Source: an optimization exercise on an open RTL-to-GDS flow (aim: small area). Production flows keep margins and buffers that such runs may drop. At most, simulation tests tie the RTL to the original design; equivalence was not proved.

==> inputs of job 5166 <==
==> flow/design.v (excerpt) <==
module sdhc_dma_top #(
   parameter int FIFO_DEPTH = 8,
   parameter int RAM_WORDS  = 64
) (
   input  logic                         CLK,
   input  logic                         reset,
   input  logic                         start,
   input  logic                         direction,
   input  logic [63:0]                  address_init,
   input  logic [15:0]                  length,
   output logic                         done,
   input  logic                         card_push,
   input  logic [31:0]                  card_wdata,
   input  logic                         card_pop,
   output logic [31:0]                  card_rdata,
   output logic                         card_empty,
   output logic                         card_full,
   input  logic                         host_we,
   input  logic [$clog2(RAM_WORDS)-1:0] host_addr,
   input  logic [31:0]                  host_wdata,
   output logic [31:0]                  host_rdata
);
==> module fifo_rd_bit, before the edit <==
module fifo_rd_bit (
   input  logic [7:0] s,
   input  logic [7:0] d,
   output logic       y
);
   assign y = |(s & d);
endmodule
==> module data_fifo, before the edit <==
module data_fifo (
   input  logic        CLK,
   input  logic        reset,
   input  logic        push,
   input  logic [31:0] wdata,
   input  logic        pop,
   output logic [31:0] rdata,
   output logic        empty,
   output logic        full
);
   logic [31:0] mem [8];
   logic [2:0]  wr_ptr;
   logic [2:0]  rd_ptr;
   logic        last_push;
   logic        same;
   logic        do_push;
   logic        do_pop;
   assign same    = (wr_ptr == rd_ptr);
   assign empty   = same & ~last_push;
   assign full    = same & last_push;
   assign do_push = push & ~full;      
   assign do_pop  = pop & ~empty;      
   logic [7:0] rd_sel;
   always_comb begin
      for (int i = 0; i < 8; i++) begin
         rd_sel[i] = (rd_ptr == 3'(i));
      end
   end
   for (genvar b = 0; b < 32; b++) begin : g_rd
      logic [7:0] col;
      for (genvar i = 0; i < 8; i++) begin : g_col
         assign col[i] = mem[i][b];
      end
      fifo_rd_bit u_rd (.s(rd_sel), .d(col), .y(rdata[b]));
   end
   always_ff @(posedge CLK) begin
      if (do_push) begin
         mem[wr_ptr] <= wdata;
      end
   end
   always_ff @(posedge CLK) begin
      if (reset) begin
         wr_ptr    <= '0;
         rd_ptr    <= '0;
         last_push <= 1'b0;
      end else begin
         if (do_push) begin
            wr_ptr <= wr_ptr + 1'b1;
         end
         if (do_pop) begin
            rd_ptr <= rd_ptr + 1'b1;
         end
         if (do_push != do_pop) begin
            last_push <= do_push;
         end
      end
   end
endmodule
==> module word_mux3, before the edit <==
module word_mux3 (
   input  logic [2:0] s,
   input  logic [2:0] d,
   output logic       y
);
   assign y = |(s & d);
endmodule
==> module ram_decode, before the edit <==
module ram_decode (
   input  logic [5:0]  addr,
   output logic [63:0] sel
);
   always_comb begin
      for (int i = 0; i < 64; i++) begin
         sel[i] = (addr == 6'(i));
      end
   end
endmodule
==> module sys_ram, before the edit <==
module sys_ram (
   input  logic        CLK,
   input  logic        we_a,       
   input  logic [31:0] wdata_a,
   input  logic        we_b,       
   input  logic [31:0] wdata_b,
   input  logic [5:0]  addr,
   output logic [31:0] rdata
);
   logic [31:0] mem [64];
   logic [63:0] sel;
   ram_decode u_dec (.addr(addr), .sel(sel));
   for (genvar b = 0; b < 32; b++) begin : g_rd
      logic [63:0] col;
      for (genvar i = 0; i < 64; i++) begin : g_col
         assign col[i] = mem[i][b];
      end
      sel_or #(.N(64)) u_rd (.s(sel), .d(col), .y(rdata[b]));
   end
   logic [31:0] next_word;
   logic        keep;
   assign keep = ~(we_a | we_b);
   for (genvar b = 0; b < 32; b++) begin : g_next
      word_mux3 u_mux (
         .s ({keep, we_b, we_a}),
         .d ({rdata[b], wdata_b[b], wdata_a[b]}),
         .y (next_word[b])
      );
   end
   always_ff @(posedge CLK) begin
      for (int i = 0; i < 64; i++) begin
         if (sel[i]) begin
            mem[i] <= next_word;
         end
      end
   end
endmodule
==> module sdhc_dma_top, before the edit <==
module sdhc_dma_top #(
   parameter int FIFO_DEPTH = 8,
   parameter int RAM_WORDS  = 64
) (
   input  logic                         CLK,
   input  logic                         reset,
   input  logic                         start,
   input  logic                         direction,
   input  logic [63:0]                  address_init,
   input  logic [15:0]                  length,
   output logic                         done,
   input  logic                         card_push,
   input  logic [31:0]                  card_wdata,
   input  logic                         card_pop,
   output logic [31:0]                  card_rdata,
   output logic                         card_empty,
   output logic                         card_full,
   input  logic                         host_we,
   input  logic [$clog2(RAM_WORDS)-1:0] host_addr,
   input  logic [31:0]                  host_wdata,
   output logic [31:0]                  host_rdata
);
   logic [5:0]  word_addr;
   logic        fifo_read;
   logic        fifo_write;
   logic [31:0] ram_rdata;
   dma_transfer u_transfer (
      .CLK        (CLK),
      .reset      (reset),
      .start      (start),
      .direction  (direction),
      .word_init  (address_init[7:2]),
      .words      (length[15:2]),
      .empty      (card_empty),
      .full       (card_full),
      .done       (done),
      .word_addr  (word_addr),
      .fifo_read  (fifo_read),
      .fifo_write (fifo_write)
   );
   data_fifo u_fifo (
      .CLK   (CLK),
      .reset (reset),
      .push  (fifo_write | card_push),
      .wdata (fifo_write ? ram_rdata : card_wdata),
      .pop   (fifo_read | card_pop),
      .rdata (card_rdata),
      .empty (card_empty),
      .full  (card_full)
   );
   sys_ram u_ram (
      .CLK     (CLK),
      .we_a    (fifo_read),
      .wdata_a (card_rdata),
      .we_b    (done & host_we),
      .wdata_b (host_wdata),
      .addr    (done ? host_addr : word_addr),
      .rdata   (ram_rdata)
   );
   assign host_rdata = ram_rdata;
endmodule
Settings: LEC_CHECK=0, CAP_MARGIN=0, CELL_PAD_IN_SITES_DETAIL_PLACEMENT=1, CELL_PAD_IN_SITES_GLOBAL_PLACEMENT=1, CORE_MARGIN=2, CORE_UTILIZATION=60, CTS_BUF_LIST=sky130_fd_sc_hd__clkbuf_8, CTS_CLUSTER_DIAMETER=60, CTS_CLUSTER_SIZE=18, PLACE_DENSITY=0.7, SLEW_MARGIN=0, SYNTH_HIERARCHICAL=1; clock period 10.0 ns.
standard.sh (not shown) runs the stock make flow with config.mk's settings and CLKGATE_MAP_FILE= SYNTH_SCRIPT=/design/flow/synth_recipe.tcl, a recipe that flattens the netlist after the stock synthesis.
==> flow/flow/run.sh <==
#!/bin/bash
# Standard layout, but the port buffers use the smallest buffer cell
# instead of the one buffer_ports picks by default, and gates off the
# critical paths are downsized after global routing.
export BUFFER_PORTS_ARGS="-buffer_cell sky130_fd_sc_hd__buf_1"
export RECOVER_POWER=100
bash standard.sh > standard.log 2>&1
==> job 3433: changes against job 5166 <==
--- a/flow/design.v
+++ b/flow/design.v
@@ -5,13 +5,6 @@
    parameter int BYTES_PER_WORD = DATA_W / 8;
 endpackage
 `timescale 1ns/1ps
-module fifo_rd_bit (
-   input  logic [7:0] s,
-   input  logic [7:0] d,
-   output logic       y
-);
-   assign y = |(s & d);
-endmodule
 module data_fifo (
    input  logic        CLK,
    input  logic        reset,
@@ -45,7 +38,7 @@
       for (genvar i = 0; i < 8; i++) begin : g_col
          assign col[i] = mem[i][b];
       end
-      fifo_rd_bit u_rd (.s(rd_sel), .d(col), .y(rdata[b]));
+      sel_or #(.N(8)) u_rd (.s(rd_sel), .d(col), .y(rdata[b]));
    end
    always_ff @(posedge CLK) begin
       if (do_push) begin
@@ -106,35 +99,20 @@
    end
    assign y = ~&part_n;
 endmodule
-module word_mux3 (
-   input  logic [2:0] s,
-   input  logic [2:0] d,
-   output logic       y
-);
-   assign y = |(s & d);
-endmodule
-module ram_decode (
+module sys_ram (
+   input  logic        CLK,
+   input  logic        we,
    input  logic [5:0]  addr,
-   output logic [63:0] sel
-);
+   input  logic [31:0] wdata,
+   output logic [31:0] rdata
+);
+   logic [31:0] mem [64];
+   logic [63:0] sel;
    always_comb begin
       for (int i = 0; i < 64; i++) begin
          sel[i] = (addr == 6'(i));
       end
    end
-endmodule
-module sys_ram (
-   input  logic        CLK,
-   input  logic        we_a,       
-   input  logic [31:0] wdata_a,
-   input  logic        we_b,       
-   input  logic [31:0] wdata_b,
-   input  logic [5:0]  addr,
-   output logic [31:0] rdata
-);
-   logic [31:0] mem [64];
-   logic [63:0] sel;
-   ram_decode u_dec (.addr(addr), .sel(sel));
    for (genvar b = 0; b < 32; b++) begin : g_rd
       logic [63:0] col;
       for (genvar i = 0; i < 64; i++) begin : g_col
@@ -142,20 +120,10 @@
       end
       sel_or #(.N(64)) u_rd (.s(sel), .d(col), .y(rdata[b]));
    end
-   logic [31:0] next_word;
-   logic        keep;
-   assign keep = ~(we_a | we_b);
-   for (genvar b = 0; b < 32; b++) begin : g_next
-      word_mux3 u_mux (
-         .s ({keep, we_b, we_a}),
-         .d ({rdata[b], wdata_b[b], wdata_a[b]}),
-         .y (next_word[b])
-      );
-   end
    always_ff @(posedge CLK) begin
       for (int i = 0; i < 64; i++) begin
-         if (sel[i]) begin
-            mem[i] <= next_word;
+         if (we & sel[i]) begin
+            mem[i] <= wdata;
          end
       end
    end
@@ -266,13 +234,11 @@
       .full  (card_full)
    );
    sys_ram u_ram (
-      .CLK     (CLK),
-      .we_a    (fifo_read),
-      .wdata_a (card_rdata),
-      .we_b    (done & host_we),
-      .wdata_b (host_wdata),
-      .addr    (done ? host_addr : word_addr),
-      .rdata   (ram_rdata)
+      .CLK   (CLK),
+      .we    (done ? host_we : fifo_read),
+      .addr  (done ? host_addr : word_addr),
+      .wdata (done ? host_wdata : card_rdata),
+      .rdata (ram_rdata)
    );
    assign host_rdata = ram_rdata;
 endmodule
==> flow/flow/run.sh (replaced) <==
#!/bin/bash
# Standard layout, but the port buffers use the smallest buffer cell
# instead of the one buffer_ports picks by default.
export BUFFER_PORTS_ARGS="-buffer_cell sky130_fd_sc_hd__buf_1"
bash standard.sh > standard.log 2>&1
==> summary.txt <==
Max-Cap Viols: 73
Ys Warns: 11
Cells along the critical path: buf_4 -> mux2_1 -> nand4bb_1 -> nor2_1 -> clkbuf_1 -> clkbuf_1 -> a222oi_1 -> nand2_1 -> a211oi_1 -> nand2_1 -> buf_1
Fin. max-slew vios: 2,372
Outcome: failed layout checks
Syn nets: 3,990
Layout check failures: max-capacitance violations, max-slew violations
(the above is from job 5166)
==> summary.txt <==
Outcome: no timing/DRC/antenna violations
Max-Cap Viols: 0
R2R Path End: u_fifo.mem[6][12]$_DFFE_PP_
Cells along the critical path: buf_1 -> mux2_2 -> nand2b_2 -> nor2_4 -> buf_4 -> a222oi_1 -> nand4_1 -> nor4_1 -> nand2_1 -> buf_1
Ys Warns: 10
Post-route DRC: 0
Reg-to-Reg Start: u_transfer.done$_SDFF_PP1_
Hold EP: u_transfer.waiting$_SDFF_PP0_
Clock Path Buffers: 3
Clock sink total: 2,334
Seq/Total Area, Yosys: 0.8482
(the above is from job 3433)
No functional check of the RTL was part of job 5166.

## what the ideal ports hide
In the flow no input, the clock included, has a driving cell. The finished layouts below were timed again as built, in two steps.
Step 1 (the two cells are an assumption about what drives the block):
set clk [get_ports {CLK}]
set_driving_cell -lib_cell sky130_fd_sc_hd__clkbuf_16 $clk
set_driving_cell -lib_cell sky130_fd_sc_hd__buf_2 [delete_from_list [all_inputs] $clk]
Step 2 times the ports against the registers' clock, not the clock port: input delays grow and output delays shrink by t, the midpoint of the rising clock arrivals with the driver on.
Slacks: ideal / step 1 / step 2; pairs: ideal / step 1.
run	t (ns)	slack for setup (ns)	clock arrival spread, ns
job 5166	0.986	0.997 / 0.924 / 0.407	0.049 / 0.049
job 3433	1.006	1.255 / 1.226 / 1.226	0.046 / 0.045
The setup slack of job 5166, which loses most, moves by -0.073 ns with the drivers and by -0.590 ns with both steps.
